Context: an optimization exercise on an open-source flow, tuned for small area, a short achievable clock period and few clock cycles. The choices shown serve that exercise and are no tape-out recipe. The RTL was checked by simulation tests, not by an equivalence proof against the original design.

**run.sh**
```bash
#!/bin/bash
# synth_recipe.tcl (not shown) runs the flow's synth.tcl, then flattens the netlist and writes it again
# the make line also repeats each setting of config.mk as NAME=value (left out here)
make -C /OpenROAD-flow-scripts/flow DESIGN_CONFIG=/design/flow/config.mk WORK_HOME=/design/flow/orfs CLKGATE_MAP_FILE= SYNTH_SCRIPT=/design/flow/synth_recipe.tcl finish
```
**config.mk**
```make
export PLATFORM = sky130hd
export DESIGN_NAME = bezier_curve_point_evaluator_core
export DESIGN_NICKNAME = bezier_curve_point_evaluator_core
export VERILOG_FILES = /design/flow/design.v
export SDC_FILE = /design/flow/constraint.sdc
export NUM_CORES = 4
export LEC_CHECK = 0
export CAP_MARGIN = 20
export CORE_MARGIN = 2
export CORE_UTILIZATION = 40
export SETUP_SLACK_MARGIN = 0.4
export SLEW_MARGIN = 20
```
**constraint.sdc**
```tcl
create_clock -name core_clock -period 10.5 [get_ports {clk}]
set_input_delay 2.1000 -clock core_clock [delete_from_list [all_inputs] [get_ports {clk}]]
set_output_delay 2.1000 -clock core_clock [all_outputs]
set_load 0.01 [all_outputs]
```
**design.v**
```verilog
package bcpe_pkg;
  localparam int MAX_POINTS = 16;
  localparam int IDX_W      = $clog2(MAX_POINTS);
  localparam int CNT_W      = $clog2(MAX_POINTS + 1);
  localparam int T_W        = 17;
  localparam int PROD_W     = 51;
  localparam logic [T_W-1:0] T_ONE = 17'h10000;
  typedef enum logic [1:0] {
    OP_CLEAR  = 2'd0,
    OP_APPEND = 2'd1,
    OP_EVAL   = 2'd2
  } op_t;
  typedef enum logic [1:0] {
    STAT_OK    = 2'd0,
    STAT_EMPTY = 2'd1,
    STAT_FULL  = 2'd2
  } status_t;
  typedef enum logic [2:0] {
    S_IDLE,
    S_ROW,
    S_DRAIN,
    S_FIN_RD,
    S_FIN_WAIT,
    S_RESP
  } state_t;
  typedef logic [2:0][31:0] pt_t;
  typedef struct packed {
    logic             valid;
    logic [IDX_W-1:0] addr;
    pt_t              a;
    pt_t              b;
  } lerp_req_t;
  typedef struct packed {
    logic             valid;
    logic [IDX_W-1:0] addr;
    pt_t              val;
  } lerp_rsp_t;
endpackage
module bcpe_lerp3 (
  input  logic                        clk,
  input  logic                        rst_n,
  input  bcpe_pkg::lerp_req_t         req,
  input  logic [bcpe_pkg::T_W-1:0]    t,
  output bcpe_pkg::lerp_rsp_t         rsp
);
  localparam int PW = bcpe_pkg::PROD_W;
  logic                                       v_r;
  logic [bcpe_pkg::IDX_W-1:0]                 addr_r;
  logic [95:0]                                a_in, b_in;
  logic [95:0]                                a_r;
  logic [3*PW-1:0]                            prod_r;
  logic [3*PW-1:0]                            prod_nxt;
  logic [95:0]                                sum;
  assign a_in = req.a;
  assign b_in = req.b;
  for (genvar l = 0; l < 3; l++) begin : g_lane
    logic signed [PW-1:0] diff;
    logic signed [PW-1:0] tx;
    logic signed [PW-1:0] prod;
    logic signed [34:0]   q;
    logic signed [34:0]   s;
    assign diff = {{(PW-32){b_in[32*l+31]}}, b_in[32*l +: 32]} -
                  {{(PW-32){a_in[32*l+31]}}, a_in[32*l +: 32]};
    assign tx   = {{(PW-bcpe_pkg::T_W){1'b0}}, t};
    assign prod = diff * tx;
    assign prod_nxt[PW*l +: PW] = prod;
    assign q = prod_r[PW*l+16 +: 35];
    assign s = {{3{a_r[32*l+31]}}, a_r[32*l +: 32]} + q;
    assign sum[32*l +: 32] = s[31:0];
  end
  always_ff @(posedge clk) begin
    if (!rst_n) begin
      v_r <= 1'b0;
    end else begin
      v_r <= req.valid;
    end
  end
  always_ff @(posedge clk) begin
    addr_r <= req.addr;
    a_r    <= a_in;
    prod_r <= prod_nxt;
  end
  assign rsp.valid = v_r;
  assign rsp.addr  = addr_r;
  assign rsp.val   = sum;
endmodule
module bezier_curve_point_evaluator_core (
  input  logic         clk,
  input  logic         rst_n,
  input  logic         in_tvalid,
  output logic         in_tready,
  input  logic [119:0] in_tdata,    
  input  logic [1:0]   in_tuser,    
  output logic         out_tvalid,
  input  logic         out_tready,
  output logic [95:0]  out_tdata,   
  output logic [1:0]   out_tuser    
);
  localparam int IW = bcpe_pkg::IDX_W;
  localparam int CW = bcpe_pkg::CNT_W;
  bcpe_pkg::state_t            state_r, state_nxt;
  logic [CW-1:0]               cnt_r, cnt_nxt;
  logic [CW-1:0]               len_r, len_nxt;
  logic [CW-1:0]               ridx_r, ridx_nxt;
  logic [bcpe_pkg::T_W-1:0]    t_r, t_nxt;
  logic                        use_pts_r, use_pts_nxt;
  bcpe_pkg::pt_t               res_r, res_nxt;
  logic [1:0]                  stat_r, stat_nxt;
  logic                        out_valid_r, out_valid_nxt;
  logic [95:0]                 out_data_r, out_data_nxt;
  logic [1:0]                  out_stat_r, out_stat_nxt;
  logic                        rd_vld_r;
  logic [IW-1:0]               rd_idx_r;
  logic                        rd_src_r;
  bcpe_pkg::pt_t               prev_r;
  bcpe_pkg::pt_t               pts_mem [bcpe_pkg::MAX_POINTS];
  bcpe_pkg::pt_t               wrk_mem [bcpe_pkg::MAX_POINTS];
  bcpe_pkg::pt_t               pts_q, wrk_q, rdata;
  logic [IW-1:0]               raddr;
  logic                        accept;
  logic                        pts_we;
  logic [bcpe_pkg::T_W-1:0]    in_t;
  logic [bcpe_pkg::T_W-1:0]    t_sat;
  logic                        busy;
  bcpe_pkg::lerp_req_t         lerp_req;
  bcpe_pkg::lerp_rsp_t         lerp_rsp;
  assign in_tready = (state_r == bcpe_pkg::S_IDLE);
  assign accept    = in_tvalid && in_tready;
  assign in_t      = in_tdata[16:0];
  assign t_sat     = (in_t > bcpe_pkg::T_ONE) ? bcpe_pkg::T_ONE : in_t;
  assign pts_we    = accept && (in_tuser == bcpe_pkg::OP_APPEND) &&
                     (cnt_r < CW'(bcpe_pkg::MAX_POINTS));
  assign raddr     = (state_r == bcpe_pkg::S_ROW) ? ridx_r[IW-1:0] : '0;
  assign rdata     = rd_src_r ? pts_q : wrk_q;
  assign busy      = rd_vld_r || lerp_rsp.valid;
  always_ff @(posedge clk) begin
    if (pts_we) begin
      pts_mem[cnt_r[IW-1:0]] <= in_tdata[112:17];
    end
    pts_q <= pts_mem[raddr];
  end
  always_ff @(posedge clk) begin
    if (lerp_rsp.valid) begin
      wrk_mem[lerp_rsp.addr] <= lerp_rsp.val;
    end
    wrk_q <= wrk_mem[raddr];
  end
  always_ff @(posedge clk) begin
    if (!rst_n) begin
      rd_vld_r <= 1'b0;
    end else begin
      rd_vld_r <= (state_r == bcpe_pkg::S_ROW);
    end
  end
  always_ff @(posedge clk) begin
    rd_idx_r <= raddr;
    rd_src_r <= use_pts_r;
    if (rd_vld_r) begin
      prev_r <= rdata;
    end
  end
  assign lerp_req.valid = rd_vld_r && (rd_idx_r != '0);
  assign lerp_req.addr  = rd_idx_r - IW'(1);
  assign lerp_req.a     = prev_r;
  assign lerp_req.b     = rdata;
  bcpe_lerp3 u_lerp (
    .clk   (clk),
    .rst_n (rst_n),
    .req   (lerp_req),
    .t     (t_r),
    .rsp   (lerp_rsp)
  );
  always_comb begin
    state_nxt     = state_r;
    cnt_nxt       = cnt_r;
    len_nxt       = len_r;
    ridx_nxt      = ridx_r;
    t_nxt         = t_r;
    use_pts_nxt   = use_pts_r;
    res_nxt       = res_r;
    stat_nxt      = stat_r;
    out_valid_nxt = out_valid_r;
    out_data_nxt  = out_data_r;
    out_stat_nxt  = out_stat_r;
    if (out_valid_r && out_tready) begin
      out_valid_nxt = 1'b0;
    end
    case (state_r)
      bcpe_pkg::S_IDLE: begin
        if (accept) begin
          res_nxt   = '0;
          stat_nxt  = bcpe_pkg::STAT_OK;
          state_nxt = bcpe_pkg::S_RESP;
          case (in_tuser)
            bcpe_pkg::OP_CLEAR: begin
              cnt_nxt = '0;
            end
            bcpe_pkg::OP_APPEND: begin
              if (pts_we) begin
                cnt_nxt = cnt_r + CW'(1);
              end else begin
                stat_nxt = bcpe_pkg::STAT_FULL;
              end
            end
            bcpe_pkg::OP_EVAL: begin
              t_nxt       = t_sat;
              len_nxt     = cnt_r;
              ridx_nxt    = '0;
              use_pts_nxt = 1'b1;
              if (cnt_r == '0) begin
                stat_nxt = bcpe_pkg::STAT_EMPTY;
              end else if (cnt_r == CW'(1)) begin
                state_nxt = bcpe_pkg::S_FIN_RD;
              end else begin
                state_nxt = bcpe_pkg::S_ROW;
              end
            end
            default: begin
            end
          endcase
        end
      end
      bcpe_pkg::S_ROW: begin
        ridx_nxt = ridx_r + CW'(1);
        if (ridx_r == len_r - CW'(1)) begin
          state_nxt = bcpe_pkg::S_DRAIN;
        end
      end
      bcpe_pkg::S_DRAIN: begin
        if (!busy) begin
          use_pts_nxt = 1'b0;
          len_nxt     = len_r - CW'(1);
          ridx_nxt    = '0;
          if (len_r == CW'(2)) begin
            state_nxt = bcpe_pkg::S_FIN_RD;
          end else begin
            state_nxt = bcpe_pkg::S_ROW;
          end
        end
      end
      bcpe_pkg::S_FIN_RD: begin
        state_nxt = bcpe_pkg::S_FIN_WAIT;
      end
      bcpe_pkg::S_FIN_WAIT: begin
        res_nxt   = rdata;
        stat_nxt  = bcpe_pkg::STAT_OK;
        state_nxt = bcpe_pkg::S_RESP;
      end
      bcpe_pkg::S_RESP: begin
        if (!out_valid_r || out_tready) begin
          out_valid_nxt = 1'b1;
          out_data_nxt  = res_r;
          out_stat_nxt  = stat_r;
          state_nxt     = bcpe_pkg::S_IDLE;
        end
      end
      default: begin
        state_nxt = bcpe_pkg::S_IDLE;
      end
    endcase
  end
  always_ff @(posedge clk) begin
    if (!rst_n) begin
      state_r     <= bcpe_pkg::S_IDLE;
      cnt_r       <= '0;
      out_valid_r <= 1'b0;
    end else begin
      state_r     <= state_nxt;
      cnt_r       <= cnt_nxt;
      out_valid_r <= out_valid_nxt;
    end
  end
  always_ff @(posedge clk) begin
    len_r      <= len_nxt;
    ridx_r     <= ridx_nxt;
    t_r        <= t_nxt;
    use_pts_r  <= use_pts_nxt;
    res_r      <= res_nxt;
    stat_r     <= stat_nxt;
    out_data_r <= out_data_nxt;
    out_stat_r <= out_stat_nxt;
  end
  assign out_tvalid = out_valid_r;
  assign out_tdata  = out_data_r;
  assign out_tuser  = out_stat_r;
endmodule
```
==> reports/qor.yml <==
die:
  die-height_microns: 722
  dieWidth_microns: 722
  pin_count: 226
  core_area_sq_um: 513000
  rows: 263
  die-area_sq_um: 522000
  initial_core_util_pct: 40.2
synth:
  synth_edf_count: 3392
  yosysTopAreaCell: "edfxtp_1"
  synth_area_leaders: "edfxtp_1, fa_1, nand2_1"
  synth_seq_area_share_pct: 53.3
  ys_ff_latch: 3796
  synth_compound_area_share_pct: 7.79
  synthFlopType: "edfxtp_1"
  yosysWarnings: 2
  synthArstFlopShare_pct: 0
  yosys.area_share.adder_pct: 18.3
  synth_xor_area_share_pct: 1.25
  synth_simple_gate_area_share_pct: 11.3
  syn_inst: 16800
  syn_area_per_cell_sq_um: 12.3
  synth_area_sq_um: 206000
  synth.mux.area_fraction_pct: 2.67
  synth_top_family_by_area: "adder cells"
  synth_fp_nets: 19000
  yosys.area.top_type_share_pct: 49.3
  synthDistinctLibCells: 104
global_route:
  grt_start_max_net_pins: 150
  antenna_found_initial: 76
  track_usage_pct: 21.9
  grt_pass1_wl_microns: 859000
  grt_pass1_vias: 130000
  grt_overflow_total: 0
worst_setup_path:
  cpLargestDelayFamily: "adder cells"
  crit_path_start: "rd_src_r$_DFF_P_"
  max_stage_delay_ps: 540
  cp-end-kind: "register"
  cpMostUsedCell: "fa_1"
  slowest_stage: "fa_1"
  reg2reg_to: "u_lerp.prod_r[148]$_DFF_P_"
  endpoint: "u_lerp.prod_r[148]$_DFF_P_"
  cp.depth: 36
  r2r_start: "rd_src_r$_DFF_P_"
  rr_worst_depth: 36
  crit_type: "reg2reg"
  cp_max_fo: 15
  critPathBufInv: 6
  crit_required_ps: 11390
  r2r_setup_slack_ps: 720
  cp_data_arrival_time_ps: 10670
  start_kind: "register"
timing:
  fmax_ghz: 0.102
  slew_violations: 0
  period_share_pct: 93.2
  setup_viol: 0
  finalCriticalPeriod_ps: 9780
  rsz0062_at_grt: "true"
  finalHoldViolCount: 0
  maxSlewHeadroom_pct: 26.9
  skew_ps: 68.1
  worst_pin_slew_ps: 1090
  setup_tns_ps: 0
routing:
  vias: 130000
  wirelength_microns: 581000
  vias_per_cell: 5.41
  wl_per_cell_microns: 24.2
  drc_errors: 0
  drt-initial-drc-count: 11300
  dr.pass1.iters: 6
  ant_nets: 0
clock_network:
  cts_max_path_buffers: 4
  cts_tree: "built"
  cts_sinks: 3796
  cts.clk_slew.worst_paths_ps: 60
  cts-hold-fix-buffers: 0
  htreeDepth: 5
  numCtsBuffers: 382
  clock_latency_ps: 1010
  cts-root-buf: "clkbuf_16"
placed_design:
  place_area_sq_um: 217000
  portBuffers: 218
  place_congestion: 0.851
  hpwlAfterDp_microns: 353000
layout:
  final_common_cell: "edfxtp_1"
  nets: 19100
  fin_area_sq_um: 230000
  syn_to_final_growth_pct: 11.6
  mostFrequentLayoutCells: "edfxtp_1, nand2_1, inv_1"
  num-fill-cells: 46200
  drive_gt1_share_pct: 7.59
run_status:
  status: "complete, no violations"
hold_path:
  min_path_type: "reg2reg"
run:
  drv_cap: 0
## layer usage
layer,track usage (%),wire length [microns],share of wire (%)
met5,0,259,0.045
met2,36.9,280000,48
met3,2.96,38800,6.7
met1,30.2,248000,43
met4,4.98,13800,2.4
## Yosys cell counts, types with 159 or more instances
cell type  instances
fa_1            1548
clkbuf_1         902
mux2i_1          288
dfxtp_1          404
a211oi_1         434
and2_1           831
xnor2_1          207
edfxtp_1        3392
nand3_1          314
a21oi_1          479
mux2_2           159
o21ai_0          192
nor2b_1          539
nand2_1         2571
inv_1           2002
ha_1             537
and3_1           174
a311oi_1         472
nor2_1           248
a31oi_1          213
## layout make-up
type / instances / area, sq um / share of cell area [%]
Timing Repair Buffer: 594 / 5710 / 2.48
Multi-Input combinational cell: 10100 / 86200 / 37.4
Inverter: 2003 / 7540 / 3.27
Clock inverter: 145 / 1470 / 0.636
Antenna cell: 20 / 50.0 / 0.0217
Clock buffer: 572 / 11000 / 4.79
Tap cell: 6757 / 8450 / 3.67
Sequential cell: 3796 / 110000 / 47.7
## kinds of logic after synthesis
| logic type | after synthesis |
|---|---|
| adders and majority gates | 2085 |
| muxes | 487 |
| xor gates and xnor gates | 292 |
| buffers and inverters | 2961 |
| DFF | 3796 |
| AOI/OAI and AO/OA | 2283 |
| and+or+nand+nor | 4923 |
## worst min path at each step
stage | from | endpoint | slack [ps] | cells after the start
after global placement | prev_r[59]$_DFFE_PP_ | u_lerp.a_r[59]$_DFF_P_ | 350 | 0
after detailed placement | prev_r[46]$_DFFE_PP_ | u_lerp.a_r[46]$_DFF_P_ | 350 | 0
after global routing | prev_r[38]$_DFFE_PP_ | u_lerp.a_r[38]$_DFF_P_ | 360 | 0
final | prev_r[38]$_DFFE_PP_ | u_lerp.a_r[38]$_DFF_P_ | 350 | 0
after floorplan | use_pts_r$_DFFE_PP_ | rd_src_r$_DFF_P_ | 320 | 0
after CTS | prev_r[38]$_DFFE_PP_ | u_lerp.a_r[38]$_DFF_P_ | 340 | 0
## sequential cells by signal, summed over array words and instances, names as in the netlist
name / cells
pts_mem: 1536
u_lerp.addr_r: 4
out_data_r: 96
cnt_r: 5
ridx_r: 5
wrk_mem: 1536
u_lerp.v_r: 1
t_r: 17
u_lerp.prod_r: 96
rd_idx_r: 4
pts_q: 96
stat_r: 2
rd_vld_r: 1
len_r: 5
out_valid_r: 1
prev_r: 96
wrk_q: 96
u_lerp.a_r: 96
rd_src_r: 1
out_stat_r: 2
state_r: 3
res_r: 96
use_pts_r: 1
## metrics by stage
stage | hold slack, ps | utilization (%) | cells | worst slack, ps
floorplan | 323 | - | 16800 | 909
global placement | 352 | 42.3 | 23200 | 257
detailed placement | 354 | 42.3 | 23200 | 379
CTS | 340 | 44.8 | 23900 | 467
global route | 365 | 44.9 | 23900 | 356
finish | 353 | 44.9 | 24000 | 719
## what timing repair did
item                                    4_1_cts  5_1_grt
endpoints found under the setup margin        2       24
buffers inserted                              0       13
gates cloned                                  0        2
gates resized for setup                       1       51
pin swaps                                     0       15
Testbench counts, summed over its fixed seeds: cycles 96,638.

[re-timing with driven ports]
How much do the figures lean on ideal ports? The routed layout below was timed once more, with nothing changed but the port constraints. Step 1 (the two cells are an assumption about what drives the block):
set clk [get_ports {clk}]
set_driving_cell -lib_cell sky130_fd_sc_hd__clkbuf_16 $clk
set_driving_cell -lib_cell sky130_fd_sc_hd__buf_2 [delete_from_list [all_inputs] $clk]
Step 2 moves the port delays by t, midway between the first and last clock arrival at a register: inputs arrive t later, outputs are due t later. That takes back most of the time a late clock gives input paths. a / b / c = ideal / step 1 / step 2; a / b = the first two.
t, ns: 1.089
slack for setup (ns): 0.719 / 0.719 / 0.719
hold slack, ns: 0.353 / 0.353 / 0.353
worst setup path at the end: register to register
After both steps setup and hold are still met in this run. The setup slack of this run moves by 0.000 ns with the drivers and by 0.000 ns with both steps.
